From an optimization exercise on the open Yosys and OpenROAD flow, aimed at small area, a short achievable clock period and few clock cycles; shortcuts taken in it are not production practice. At most, simulation tests tie the RTL to the original design; equivalence was not proved. Power and IR drop assume default switching activity.

v52:
==> flow/design.v (excerpt) <==
module requant_argmax_pipe #(
  parameter int ACC_W       = 25,
  parameter int OUT_W       = 8,
  parameter int MULT_W      = 16,
  parameter int SHIFT_W     = 5,
  parameter int NUM_CLASSES = 10,
  parameter int IDX_W       = $clog2(NUM_CLASSES)
) (
  input  logic                     clk,
  input  logic                     rst_n,
  input  logic                     cfg_load,
  input  logic signed [ACC_W-1:0]  cfg_bias,
  input  logic        [MULT_W-1:0] cfg_mult,
  input  logic       [SHIFT_W-1:0] cfg_shift,
  input  logic                     cfg_round,
  input  logic signed [OUT_W-1:0]  cfg_offset,
  input  logic signed [OUT_W-1:0]  cfg_min,
  input  logic signed [OUT_W-1:0]  cfg_max,
  output logic                     busy,
  input  logic                     in_valid,
  output logic                     in_ready,
  input  logic signed [ACC_W-1:0]  in_data,
  input  logic                     in_last,
  output logic                     out_valid,
  input  logic                     out_ready,
  output logic signed [OUT_W-1:0]  out_data,
  output logic                     out_last,
  output logic                     argmax_valid,
  output logic        [IDX_W-1:0]  argmax_idx,
  output logic signed [OUT_W-1:0]  argmax_val
);
Size in the first run: about 360 flip-flops, roughly 130 I/O pins, ~0.026 sq mm of cells after synthesis.
Settings: LEC_CHECK=0, CAP_MARGIN=20, CORE_MARGIN=2, CORE_UTILIZATION=40, CTS_CLUSTER_DIAMETER=80, CTS_CLUSTER_SIZE=25, SLEW_MARGIN=20; clock period 12.0 ns.
standard.sh (not shown) runs the stock make flow with config.mk's settings and CLKGATE_MAP_FILE= SYNTH_SCRIPT=/design/flow/synth_recipe.tcl, a recipe that flattens the netlist after the stock synthesis.
==> flow/flow/run.sh <==
#!/bin/bash
# The standard ORFS layout (standard.sh), with two changes to how it is
# made: repair_timing aims for 8.5 ns of setup slack at the design's clock
# period, and the port buffers are buf_2.
set -euo pipefail
bash standard.sh SETUP_SLACK_MARGIN=8.5 "BUFFER_PORTS_ARGS=-buffer_cell sky130_fd_sc_hd__buf_2" finish > standard_flow.log 2>&1
Looking at the reports, v52 completed the entire flow and the layout it produced met the timing, design-rule and antenna checks.
Testbench counts of v52, summed over its fixed seeds: cycles 9,640.
--- input diff v52..v40 ---
==> flow/flow/run.sh <==
#!/bin/bash
# The standard ORFS layout (standard.sh), with two changes to how it is
# made: repair_timing aims for 8.35 ns of setup slack at the design's clock
# period, and the port buffers are buf_2.
set -euo pipefail
bash standard.sh SETUP_SLACK_MARGIN=8.35 "BUFFER_PORTS_ARGS=-buffer_cell sky130_fd_sc_hd__buf_2" finish > standard_flow.log 2>&1
[summary]
Overall power after layout across v40 and v52: no real change. Summary — area of all placed cells without fillers, v40 relative to v52: lower, by 1.2%. The layout clock buffer count in v52 is 0.893 times that in v40. From v52 to v40, area of the die did not move at all. Worst-path cell with the longest stage delay: edfxtp_1 -> v40, fa_2 -> v52. Comparing v40 and v52, worst setup slack is lower on v52. Of the two candidates, v52 has the worse internal power summed over all cells and v40 the better one.
Edits applied to the flow inputs when going from v40 to v44:
- ABC_AREA newly set to 1
==> flow/flow/run.sh <==
#!/bin/bash
# The standard ORFS layout (standard.sh), with two changes to how it is
# made: repair_timing aims for 8.5 ns of setup slack at the design's clock
# period, and the port buffers are buf_2.
set -euo pipefail
bash standard.sh SETUP_SLACK_MARGIN=8.5 "BUFFER_PORTS_ARGS=-buffer_cell sky130_fd_sc_hd__buf_2" finish > standard_flow.log 2>&1
Results
- Against v40 as the reference, v44 delivers a higher register-to-register slack.
- Higher fill cell total of the finished layout was reported by v44, not v40.
- Compared with v40, v44 shows a higher inverter count of the layout excluding clock inverters.
- Going from v40 to v44, multi-input combinational cell count +11%; logic gate share of total power +5.9 points; area overhead of the layout relative to synthesis +2.4 points.
Input-level comparison between v57 and v44:
- removing ABC_AREA (formerly 1)
==> flow/flow/run.sh <==
#!/bin/bash
# The standard ORFS layout (standard.sh), with two changes to how it is
# made: repair_timing aims for 8.2 ns of setup slack at the design's clock
# period, and the port buffers are buf_2.
set -euo pipefail
bash standard.sh SETUP_SLACK_MARGIN=8.2 "BUFFER_PORTS_ARGS=-buffer_cell sky130_fd_sc_hd__buf_2" finish > standard_flow.log 2>&1
### Flow results
- Cmp v57 vs v44: number of buffers inserted to repair setup after CTS lower in v57
- Looking at area occupied by multi-input gates, v57 sits above v44.
- Looking at critical path depth across v44 and v57, the one that comes out higher is v57.
- Going from v44 to v57, all-layer global routing usage shrinks by 0.57 points.
### v57 -> v46
- putting ABC_AREA at 1 where nothing was set
==> flow/flow/run.sh <==
#!/bin/bash
# The standard ORFS layout (standard.sh), with two changes to how it is
# made: repair_timing aims for 8.35 ns of setup slack at the design's clock
# period, and the port buffers are buf_2.
set -euo pipefail
bash standard.sh SETUP_SLACK_MARGIN=8.35 "BUFFER_PORTS_ARGS=-buffer_cell sky130_fd_sc_hd__buf_2" finish > standard_flow.log 2>&1
Results
In the tables for v46 and v57, worst setup slack reads lower with v57.
[v46 vs v57] multi-input gate share of total cell area: lower in v46
Fmax: v46 higher than v57
Per the comparison of v46 with v57, minimum clock period has decreased; overall routing resource usage went up.


requant_argmax_pipe, a different RTL version from the one above (not shown whole).
Size in the first run: about 2900 cells after synthesis, ~360 flip-flops, about 130 I/O pins, roughly 27000 um^2 of cells after synthesis.
Settings: LEC_CHECK=0, CAP_MARGIN=20, CORE_MARGIN=2, CORE_UTILIZATION=60, CTS_CLUSTER_DIAMETER=80, CTS_CLUSTER_SIZE=25, PLACE_DENSITY=0.7, SLEW_MARGIN=20; clock period 12.0 ns.
==> flow/flow/run.sh <==
#!/bin/bash
# The standard ORFS layout (standard.sh), with two changes to how it is
# made: repair_timing aims for 8.5 ns of setup slack at the design's clock
# period, and the port buffers are buf_2.
set -euo pipefail
bash standard.sh SETUP_SLACK_MARGIN=8.5 "BUFFER_PORTS_ARGS=-buffer_cell sky130_fd_sc_hd__buf_2" finish > standard_flow.log 2>&1
The starting point ran to the end with no violations.
Testbench counts at the start, summed over its fixed seeds: cycles 9,640.
Then changed:
CORE_UTILIZATION = 40   (was 60)
CTS_CLUSTER_DIAMETER = 100   (was 80)
CTS_CLUSTER_SIZE = 30   (was 25)
PLACE_DENSITY = not set   (was 0.7)
Clock skew went up by 0.015 ns. Worst hold slack barely changes. Worst setup slack is better by 0.010 ns.
Then changed:
==> flow/flow/run.sh (replaced) <==
#!/bin/bash
# The standard ORFS layout (standard.sh), with two changes to how it is
# made: repair_timing aims for 8.8 ns of setup slack at the design's clock
# period, and the port buffers are buf_2.
set -euo pipefail
bash standard.sh SETUP_SLACK_MARGIN=8.8 "BUFFER_PORTS_ARGS=-buffer_cell sky130_fd_sc_hd__buf_2" finish > standard_flow.log 2>&1
CTS_CLUSTER_DIAMETER = not set   (was 100)
CTS_CLUSTER_SIZE = not set   (was 30)
What happened:
- The new run finished clean
- synthesized area does not change
- sequential power grows by about 2%
- cell area rose by 11%
- global-route usage rose by 1.4 points
- maximum frequency is lower by 0.96%
- combinational power increases by 9.3%
- via count goes up by 4.6%
- wire length goes up by 8.4%
Then changed:
==> flow/flow/run.sh (replaced) <==
#!/bin/bash
# The standard ORFS layout (standard.sh), with two changes to how it is
# made: repair_timing aims for 8.5 ns of setup slack at the design's clock
# period, and the port buffers are buf_2.
set -euo pipefail
bash standard.sh SETUP_SLACK_MARGIN=8.5 "BUFFER_PORTS_ARGS=-buffer_cell sky130_fd_sc_hd__buf_2" finish > standard_flow.log 2>&1
CORE_UTILIZATION = 55   (was 40)
CTS_BUF_LIST = sky130_fd_sc_hd__clkbuf_4 sky130_fd_sc_hd__clkbuf_8   (was not set)
- The changed run completed with no timing, DRC or antenna violations
- synthesized cell count is unchanged
- area after synthesis stays the same
- final area shrinks by 8.5%
- flip-flop and latch count stays the same
- total power shrinks by 3.7%
- count of clock-buffer cells in the layout grows by 27
- final cell count shrinks by 7.4%
- die area shrinks by about 27%
- critical path depth is unchanged


requant_argmax_pipe, a different RTL version from the one above (not shown whole).
Size: about 3,300 cells after synthesis, ~370 flip-flops, roughly 0.027 mm2 of cells after synthesis.
// requant_argmax_pipe
module requant_argmax_pipe #(
  parameter int ACC_W       = 25,
  parameter int OUT_W       = 8,
  parameter int MULT_W      = 16,
  parameter int SHIFT_W     = 5,
  parameter int NUM_CLASSES = 10,
  parameter int IDX_W       = $clog2(NUM_CLASSES)
) (
  input  logic                     clk,
  input  logic                     rst_n,
  input  logic                     cfg_load,
  input  logic signed [ACC_W-1:0]  cfg_bias,
  input  logic        [MULT_W-1:0] cfg_mult,
  input  logic       [SHIFT_W-1:0] cfg_shift,
  input  logic                     cfg_round,
  input  logic signed [OUT_W-1:0]  cfg_offset,
  input  logic signed [OUT_W-1:0]  cfg_min,
  input  logic signed [OUT_W-1:0]  cfg_max,
  output logic                     busy,
  input  logic                     in_valid,
  output logic                     in_ready,
  input  logic signed [ACC_W-1:0]  in_data,
  input  logic                     in_last,
  output logic                     out_valid,
  input  logic                     out_ready,
  output logic signed [OUT_W-1:0]  out_data,
  output logic                     out_last,
  output logic                     argmax_valid,
  output logic        [IDX_W-1:0]  argmax_idx,
  output logic signed [OUT_W-1:0]  argmax_val
);
clock: 12.0 ns
lec_check: 0
abc_area: 1
cap_margin: 20
core_margin: 2
core_utilization: 40
cts_cluster_diameter: 90
cts_cluster_size: 28
slew_margin: 20
==> flow/flow/run.sh <==
#!/bin/bash
# The standard ORFS layout (standard.sh), with two changes to how it is
# made: repair_timing aims for 8.5 ns of setup slack at the design's clock
# period, and the port buffers are buf_2.
set -euo pipefail
bash standard.sh SETUP_SLACK_MARGIN=8.5 "BUFFER_PORTS_ARGS=-buffer_cell sky130_fd_sc_hd__buf_2" finish > standard_flow.log 2>&1
Testbench counts at the start, summed over its fixed seeds: cycles 9,640.
Next try:
CTS_BUF_LIST = sky130_fd_sc_hd__clkbuf_16   (was not set)
CTS_CLUSTER_DIAMETER = 100   (was 90)
CTS_CLUSTER_SIZE = 30   (was 28)
Result: The changed run ran to the end with no violations. Total power went down by 1.7%. Non-clock buffer count falls by 13. Setup slack is better by 0.022 ns. Design area drops by about 0.9%. Critical path depth stays the same.
Next try:
CTS_BUF_LIST = not set   (was sky130_fd_sc_hd__clkbuf_16)
- The changed run passed the timing, design-rule and antenna checks
- first-iteration DRC count is higher by 1.0%
- synthesized area is unchanged
- maximum frequency is about the same
- worst hold slack is about the same
- clock power goes up by about 1%
- power stays flat
- clock skew rises by 0.0031 ns
Next try:
==> flow/flow/run.sh (replaced) <==
#!/bin/bash
# The standard ORFS layout (standard.sh), with two changes to how it is
# made: repair_timing aims for 8.6 ns of setup slack at the design's clock
# period, and the port buffers are buf_2.
set -euo pipefail
bash standard.sh SETUP_SLACK_MARGIN=8.6 "BUFFER_PORTS_ARGS=-buffer_cell sky130_fd_sc_hd__buf_2" finish > standard_flow.log 2>&1
CTS_CLUSTER_DIAMETER = 80   (was 100)
CTS_CLUSTER_SIZE = 25   (was 30)
Sequential power barely changes. Cell area goes up by about 3.4%. Hold slack gets worse by 0.0052 ns. Clock power increases by 22%. Combinational power increases by about 3%. Power rose by 4.5%. Core utilization increases by 1.5 points.


yarrow:
requant_argmax_pipe again, from the RTL that the note above started with.
export LEC_CHECK = 0
export ABC_AREA = 1
export CAP_MARGIN = 20
export CORE_MARGIN = 2
export CORE_UTILIZATION = 40
export CTS_BUF_LIST = sky130_fd_sc_hd__clkbuf_16
export CTS_CLUSTER_DIAMETER = 100
export CTS_CLUSTER_SIZE = 30
export SLEW_MARGIN = 20
create_clock -name core_clock -period 12.0 [get_ports {clk}]
==> flow/flow/run.sh <==
#!/bin/bash
# The standard ORFS layout (standard.sh) with these changes to how it is
# made:
#  - repair_timing aims for 8.6 ns of setup slack at the design's clock period;
#  - the port buffers are sky130_fd_sc_hd__buf_2;
#  - after the standard synthesis, fa_polarity.py removes inverters around
#    full-adder cells (FA(~a,~b,~c) = ~FA(a,b,c)); registers and ports are
#    untouched. The layout is then built from that netlist.
set -euo pipefail
K=(SETUP_SLACK_MARGIN=8.6 "BUFFER_PORTS_ARGS=-buffer_cell sky130_fd_sc_hd__buf_2")
R=orfs/results/sky130hd/requant_argmax_pipe/base
bash standard.sh "${K[@]}" synth > standard_synth.log 2>&1
cp $R/1_2_yosys.v $R/1_2_yosys.standard.v
python3 flow/fa_polarity.py $R/1_2_yosys.standard.v $R/1_2_yosys.v > fa_polarity.log 2>&1
rm -f $R/1_synth.odb $R/1_synth.sdc
bash standard.sh "${K[@]}" finish > standard_flow.log 2>&1
Other scripts of this flow, unchanged in this note and not shown: flow/flow/fa_polarity.py
yarrow did not stop at any stage, and its layout met the timing, design-rule and antenna checks.
Testbench counts of yarrow, summed over its fixed seeds: cycles 9,640.
Here is what was changed in the inputs of nickel compared with yarrow.
--- a/flow/flow/run.sh
+++ b/flow/flow/run.sh
@@ -3,3 +3,3 @@
 # made:
-#  - repair_timing aims for 8.6 ns of setup slack at the design's clock period;
+#  - repair_timing aims for 8.5 ns of setup slack at the design's clock period;
 #  - the port buffers are sky130_fd_sc_hd__buf_2;
@@ -9,3 +9,3 @@
 set -euo pipefail
-K=(SETUP_SLACK_MARGIN=8.6 "BUFFER_PORTS_ARGS=-buffer_cell sky130_fd_sc_hd__buf_2")
+K=(SETUP_SLACK_MARGIN=8.5 "BUFFER_PORTS_ARGS=-buffer_cell sky130_fd_sc_hd__buf_2")
 R=orfs/results/sky130hd/requant_argmax_pipe/base
## What came out
Count of cells resized by post-cts repair is higher on yarrow. nickel improves on yarrow in post-detailed-routing wire length. nickel reports a lower area overhead of the layout relative to synthesis than yarrow does. In the tables for nickel and yarrow, final antenna diode count reads lower with nickel.
## Diff of input files: willow against nickel
--- a/flow/flow/run.sh
+++ b/flow/flow/run.sh
@@ -3,3 +3,3 @@
 # made:
-#  - repair_timing aims for 8.5 ns of setup slack at the design's clock period;
+#  - repair_timing aims for 8.4 ns of setup slack at the design's clock period;
 #  - the port buffers are sky130_fd_sc_hd__buf_2;
@@ -9,3 +9,3 @@
 set -euo pipefail
-K=(SETUP_SLACK_MARGIN=8.5 "BUFFER_PORTS_ARGS=-buffer_cell sky130_fd_sc_hd__buf_2")
+K=(SETUP_SLACK_MARGIN=8.4 "BUFFER_PORTS_ARGS=-buffer_cell sky130_fd_sc_hd__buf_2")
 R=orfs/results/sky130hd/requant_argmax_pipe/base
Results
Compare nickel and willow | final period utilization lower: nickel. Total area of sequential cells in willow vs nickel: down 0.52%. | post-layout net count | willow vs nickel | 33 lower |. Maximum number of pins on one net before global-route repair: willow vs nickel down 33. Relative to nickel, slew of the pin with the lowest slew margin increased by 0.13 ns in willow. Comparing non-clock buffer count for nickel and willow, the bigger number came from nickel. Layout overhead on the synthesized area in willow vs nickel: down 2.4 points. On non-clock inverter count in the final layout, willow tracks nickel almost exactly. Taking nickel as the reference, in willow part of the power in the clock network grew by 0.3 points; post-route cell area shrank by about 2.1%.


xenon:
Another version of the RTL of requant_argmax_pipe (not shown whole).
Size in the first run: about 2,900 cells after synthesis, roughly 370 flip-flops, roughly 130 I/O pins.
clock: 12.0 ns
lec_check: 0
cap_margin: 20
core_margin: 2
core_utilization: 40
cts_cluster_diameter: 80
cts_cluster_size: 25
slew_margin: 20
==> flow/flow/run.sh <==
#!/bin/bash
# The standard ORFS layout (standard.sh), with two changes to how it is
# made: repair_timing aims for 8.7 ns of setup slack at the design's clock
# period, and the port buffers are buf_2.
set -euo pipefail
bash standard.sh SETUP_SLACK_MARGIN=8.7 "BUFFER_PORTS_ARGS=-buffer_cell sky130_fd_sc_hd__buf_2" finish > standard_flow.log 2>&1
Input changes introduced in zinc (baseline for comparison: xenon):
==> flow/flow/run.sh <==
#!/bin/bash
# The standard ORFS layout (standard.sh), with two changes to how it is
# made: repair_timing aims for 8.5 ns of setup slack at the design's clock
# period, and the port buffers are buf_2.
set -euo pipefail
bash standard.sh SETUP_SLACK_MARGIN=8.5 "BUFFER_PORTS_ARGS=-buffer_cell sky130_fd_sc_hd__buf_2" finish > standard_flow.log 2>&1
==> comparison <==
- zinc — wire length about 4.7% lower, xenon as reference
- In zinc, setup slack is lower than in xenon.
- zinc -> xenon: number of max-capacitance violations reported delta 0, exact match
- sky130_fd_sc_hd__or4_4 as the highest-delay cell along the critical path was reported by xenon, and sky130_fd_sc_hd__or4_1 by zinc.
- Diff xenon -> zinc | cell count | down slightly
- Lower largest driver fanout on the critical path goes to zinc over xenon.
- On worst hold slack: zinc sits above xenon.
- On reported clock group power, zinc and xenon are basically level.
- For the relative contribution of combinational cells to total power, zinc came in 0.7 points lower than xenon did.
- xenon and zinc ended up with roughly the same number of flops mapped to enable cells by yosys.
- Area added between synthesis and finish was higher in the run labelled xenon.
- Area share of and/or/nand/nor cells after synthesis delta (xenon -> zinc): insignificant
No run of this note included a check of the RTL's function; only the layout flow was run.

## afterwards: timing with drivers on the ports
In the flow no input, the clock included, has a driving cell. The finished layouts below were timed again as built, in two steps. Step 1: set_driving_cell puts a clkbuf_16 on clk and a buf_2 on each other input, an assumption about the parent block. Step 2 also shifts input and output timing later by t, the mid clock arrival at the registers, as if the neighbouring blocks saw the same clock. Three values: no drivers, after step 1, after step 2; two values: the first two.
run | t, ns | setup WS [ns] | worst setup path after step 2 | cell pins on the clock port's net
v52 | 0.605 | 8.377 / 8.355 / 7.938 | input to register | 1
v40 | 0.617 | 8.398 / 8.340 / 7.832 | input to register | 1
v44 | 0.653 | 8.378 / 8.320 / 7.916 | input to register | 1
v57 | 0.605 | 8.208 / 8.208 / 7.758 | input to register | 1
v46 | 0.647 | 8.376 / 8.323 / 7.812 | input to register | 1
the first run of note 2 | 0.637 | 8.398 / 8.336 / 7.868 | input to register | 1
the second run of note 2 | 0.627 | 8.408 / 8.341 / 7.857 | input to register | 1
the third run of note 2 | 0.619 | 8.373 / 8.310 / 7.811 | input to register | 1
the fourth run of note 2 | 0.714 | 8.322 / 8.266 / 7.806 | input to register | 1
the first run of note 3 | 0.617 | 8.517 / 8.458 / 8.027 | input to register | 1
the second run of note 3 | 0.609 | 8.539 / 8.479 / 8.032 | input to register | 1
the third run of note 3 | 0.610 | 8.535 / 8.475 / 8.047 | input to register | 1
the fourth run of note 3 | 0.645 | 8.509 / 8.448 / 8.105 | input to register | 1
yarrow | 0.618 | 8.549 / 8.486 / 8.124 | input to register | 1
nickel | 0.616 | 8.534 / 8.472 / 8.093 | input to register | 1
willow | 0.603 | 8.450 / 8.393 / 8.019 | input to register | 1
xenon | 0.666 | 7.258 / 7.258 / 7.258 | register to register | 1
zinc | 0.665 | 7.203 / 7.203 / 7.203 | register to register | 1
After both steps every run listed still meets setup and hold. For v40, which loses most, drivers alone change the setup slack by -0.058 ns; drivers and shift together by -0.566 ns.
